From an optimization exercise on the open Yosys and OpenROAD flow, aimed at small area, a short achievable clock period and few clock cycles; shortcuts taken in it are not production practice. At most, simulation tests tie the RTL to the original design; equivalence was not proved. Power is estimated from default activity; no workload was simulated.

==> 08-28 <==
==> flow/design.v (excerpt) <==
module rv_core (
    input  logic             clk_in,
    input  logic             reset_in,
    output logic             wb_we,
    output logic             wb_stb,
    output logic             wb_cyc,
    output logic [32-1:0] wb_wdata,
    output logic [32-1:0] wb_addr,
    input  logic             wb_ack,
    input  logic [32-1:0] wb_rdata
);
    logic        run_q;       
    logic        mem_q;       
    logic        we_q;
    logic [29:0] addr_q;      
    logic [31:0] wdata_q;
    logic        ld_q;        
    logic [4:0]  ld_rd_q;
    assign wb_stb   = run_q;
    assign wb_cyc   = run_q;
    assign wb_we    = we_q;
    assign wb_addr  = {addr_q, 2'b00};
    assign wb_wdata = wdata_q;
    logic adv;
    assign adv = run_q & wb_ack;
    logic        x_valid;
    logic [29:0] x_pc;
    logic [31:0] x_rs1;
    logic [31:0] x_rs2;
    logic [31:0] x_imm;
    logic [4:0]  x_rd;
    logic [4:0]  x_rs1_idx;
    logic [4:0]  x_rs2_idx;
    logic [2:0]  x_f3;
    logic        x_alt;        
    logic        x_op;         
    logic        x_opimm;      
    logic        x_lui;
    logic        x_auipc;
    logic        x_jal;
    logic        x_jalr;
    logic        x_branch;
    logic        x_load;
    logic        x_store;
    logic        x_wr;         
    logic [31:0] regs [1:31];
    logic [31:0] opb;
    logic        sub;
    logic [32:0] sum33;
    logic [31:0] sum;
    logic        lt_u;
    logic        lt_s;
    logic        eq;
    logic        taken;
    logic [29:0] tgt;
    logic [29:0] link;
    logic [31:0] shin;
    logic [31:0] shrev;
    logic [32:0] shx;
    logic [31:0] shr;
    logic [31:0] shl;
    logic [31:0] alu;
    logic [31:0] result;
    logic        redirect;
    logic        ex_go;
    assign opb = (x_op | x_branch) ? x_rs2 : x_imm;
    assign sub = x_branch | ((x_op | x_opimm) & ((x_f3 == 3'd2) | (x_f3 == 3'd3))) |
                 (x_op & (x_f3 == 3'd0) & x_alt);
  ...
clock: 10.0 ns
lec_check: 0
cap_margin: 20
core_margin: 2
core_utilization: 40
place_density: 0.6
slew_margin: 20
run.sh (not shown) runs the stock make flow with config.mk's settings and CLKGATE_MAP_FILE= SYNTH_SCRIPT=/design/flow/synth_recipe.tcl, a recipe that flattens the netlist after the stock synthesis.
==> inputs of 02-26, as changes to 08-28 <==
--- a/flow/design.v
+++ b/flow/design.v
@@ -242,31 +242,41 @@
         end else if (w_jal) begin
             w_imm = {{12{w[31]}}, w[19:12], w[20], w[30:21], 1'b0};
         end else begin
             w_imm = {{20{w[31]}}, w[31:20]};
         end
     end
     assign fwd_ok = ex_go & x_wr;
-    assign w_rv1 = (fwd_ok && (w_rs1 == x_rd)) ? result :
-                   (w_rs1 == 5'd0) ? 32'd0 : regs[w_rs1];
-    assign w_rv2 = (fwd_ok && (w_rs2 == x_rd)) ? result :
-                   (w_rs2 == 5'd0) ? 32'd0 : regs[w_rs2];
+    logic [31:1] sel1, sel2;
+    logic [31:0] rd1, rd2;
+    always_comb begin
+        rd1 = 32'd0;
+        rd2 = 32'd0;
+        for (int r = 1; r < 32; r++) begin
+            sel1[r] = (w_rs1 == 5'(r));
+            sel2[r] = (w_rs2 == 5'(r));
+            rd1 = rd1 | (regs[r] & {32{sel1[r]}});
+            rd2 = rd2 | (regs[r] & {32{sel2[r]}});
+        end
+    end
+    assign w_rv1 = (fwd_ok && (w_rs1 == x_rd)) ? result : rd1;
+    assign w_rv2 = (fwd_ok && (w_rs2 == x_rd)) ? result : rd2;
     logic        rf_we;
     logic [4:0]  rf_wa;
     logic [31:0] rf_wd;
     assign rf_we = mem_q ? (adv & ld_q) : (ex_go & x_wr);
     assign rf_wa = mem_q ? ld_rd_q : x_rd;
     assign rf_wd = mem_q ? wb_rdata : result;
     always_ff @(posedge clk_in) begin
         if (rf_we) begin
             regs[rf_wa] <= rf_wd;
         end
     end
     logic accept;      
-    assign accept = adv & ~mem_q & ~(x_valid & redirect);
+    assign accept = adv & ~mem_q;
     always_ff @(posedge clk_in) begin
         if (!reset_in) begin
             run_q   <= 1'b0;
             mem_q   <= 1'b0;
             we_q    <= 1'b0;
             addr_q  <= 30'd0;
             x_valid <= 1'b0;
==> inputs of 03-04, as changes to 08-28 <==
--- a/flow/design.v
+++ b/flow/design.v
@@ -242,31 +242,41 @@
         end else if (w_jal) begin
             w_imm = {{12{w[31]}}, w[19:12], w[20], w[30:21], 1'b0};
         end else begin
             w_imm = {{20{w[31]}}, w[31:20]};
         end
     end
     assign fwd_ok = ex_go & x_wr;
-    assign w_rv1 = (fwd_ok && (w_rs1 == x_rd)) ? result :
-                   (w_rs1 == 5'd0) ? 32'd0 : regs[w_rs1];
-    assign w_rv2 = (fwd_ok && (w_rs2 == x_rd)) ? result :
-                   (w_rs2 == 5'd0) ? 32'd0 : regs[w_rs2];
+    logic [31:1] sel1, sel2;
+    logic [31:0] rd1, rd2;
+    always_comb begin
+        rd1 = 32'd0;
+        rd2 = 32'd0;
+        for (int r = 1; r < 32; r++) begin
+            sel1[r] = (w_rs1 == 5'(r));
+            sel2[r] = (w_rs2 == 5'(r));
+            rd1 = rd1 | (regs[r] & {32{sel1[r]}});
+            rd2 = rd2 | (regs[r] & {32{sel2[r]}});
+        end
+    end
+    assign w_rv1 = (fwd_ok && (w_rs1 == x_rd)) ? result : rd1;
+    assign w_rv2 = (fwd_ok && (w_rs2 == x_rd)) ? result : rd2;
     logic        rf_we;
     logic [4:0]  rf_wa;
     logic [31:0] rf_wd;
     assign rf_we = mem_q ? (adv & ld_q) : (ex_go & x_wr);
     assign rf_wa = mem_q ? ld_rd_q : x_rd;
     assign rf_wd = mem_q ? wb_rdata : result;
     always_ff @(posedge clk_in) begin
         if (rf_we) begin
             regs[rf_wa] <= rf_wd;
         end
     end
     logic accept;      
-    assign accept = adv & ~mem_q & ~(x_valid & redirect);
+    assign accept = adv & ~mem_q;
     always_ff @(posedge clk_in) begin
         if (!reset_in) begin
             run_q   <= 1'b0;
             mem_q   <= 1'b0;
             we_q    <= 1'b0;
             addr_q  <= 30'd0;
             x_valid <= 1'b0;
- ABC_CLOCK_PERIOD_IN_PS: default -> 5000
- SETUP_SLACK_MARGIN: default -> 5
==> comparison table <==
quantity                                                       08-28           03-04           02-26
Share of the synthesized area in the top cell type             52.9%           57.9%           57.9%
Filler instances                                               14700           13000           13500
Run status                                            finished clean  finished clean  finished clean
Routed length on met2                                      124000 um       132000 um       129000 um
Critical-path cell with the highest stage delay             o221ai_4          o41a_1        clkinv_1
Stage delay of the slowest cell on the critical path         0.70 ns         0.47 ns         0.81 ns
RD Place Congestion                                            0.995            1.11            1.06
Power drawn by the combinational cells                       1.62 mW         1.62 mW         1.30 mW
Compound-cell area share of the yosys netlist                  10.6%           21.3%           21.3%
Clock group total power                                      5.05 mW         5.14 mW         5.02 mW
Layout clock buffer count                                        165             155             156
Met1 Usage GRT                                                 37.4%           51.8%           50.5%
Total wirelength of the detailed-routed design             262000 um       343000 um       324000 um
Post-Synth Adder-Cell Area                                     2.40%           2.63%           2.63%
Fraction of area in multi-input gates                          39.0%           35.1%           34.6%
Multi-input logic area                                   0.0296 mm^2     0.0266 mm^2     0.0244 mm^2
Data arrival at the endpoint of the critical path            8.36 ns         6.01 ns         7.74 ns
Well tap count                                                  2204            2030            2030
Testbench counts of 08-28, summed over its fixed seeds: cycles 14,862.
For 02-26 and 03-04, only the layout was checked, not whether the RTL still works.

==> afterwards: timing with drivers on the ports <==
No port has a modelled driver above. Below, the same layouts with a new extraction and two added sets of constraints. Step 1 (the two cells are an assumption about what drives the block):
set clk [get_ports {clk_in}]
set_driving_cell -lib_cell sky130_fd_sc_hd__clkbuf_16 $clk
set_driving_cell -lib_cell sky130_fd_sc_hd__buf_2 [delete_from_list [all_inputs] $clk]
Step 2 times the ports against the registers' clock, not the clock port: input delays grow and output delays shrink by t, the midpoint of the rising clock arrivals with the driver on. a / b / c = no drivers / after step 1 / after step 2; a / b = the first two.
| run | t (ns) | setup WS [ns] | hold slack, ns | worst data-port slew with drivers (ns) | pins driven straight from the clock port |
|---|---|---|---|---|---|
| 08-28 | 0.862 | 2.177 / 2.177 / 2.177 | 0.498 / 0.498 / 0.498 | 0.22 | 1 |
| 02-26 | 0.855 | 2.731 / 2.731 / 2.731 | 0.495 / 0.495 / 0.495 | 0.09 | 1 |
| 03-04 | 0.872 | 4.703 / 4.703 / 4.023 | 0.517 / 0.517 / 0.517 | 0.09 | 1 |
After both steps every run listed still meets setup and hold. For 03-04, which loses most, drivers alone change the setup slack by 0.000 ns; drivers and shift together by -0.680 ns.
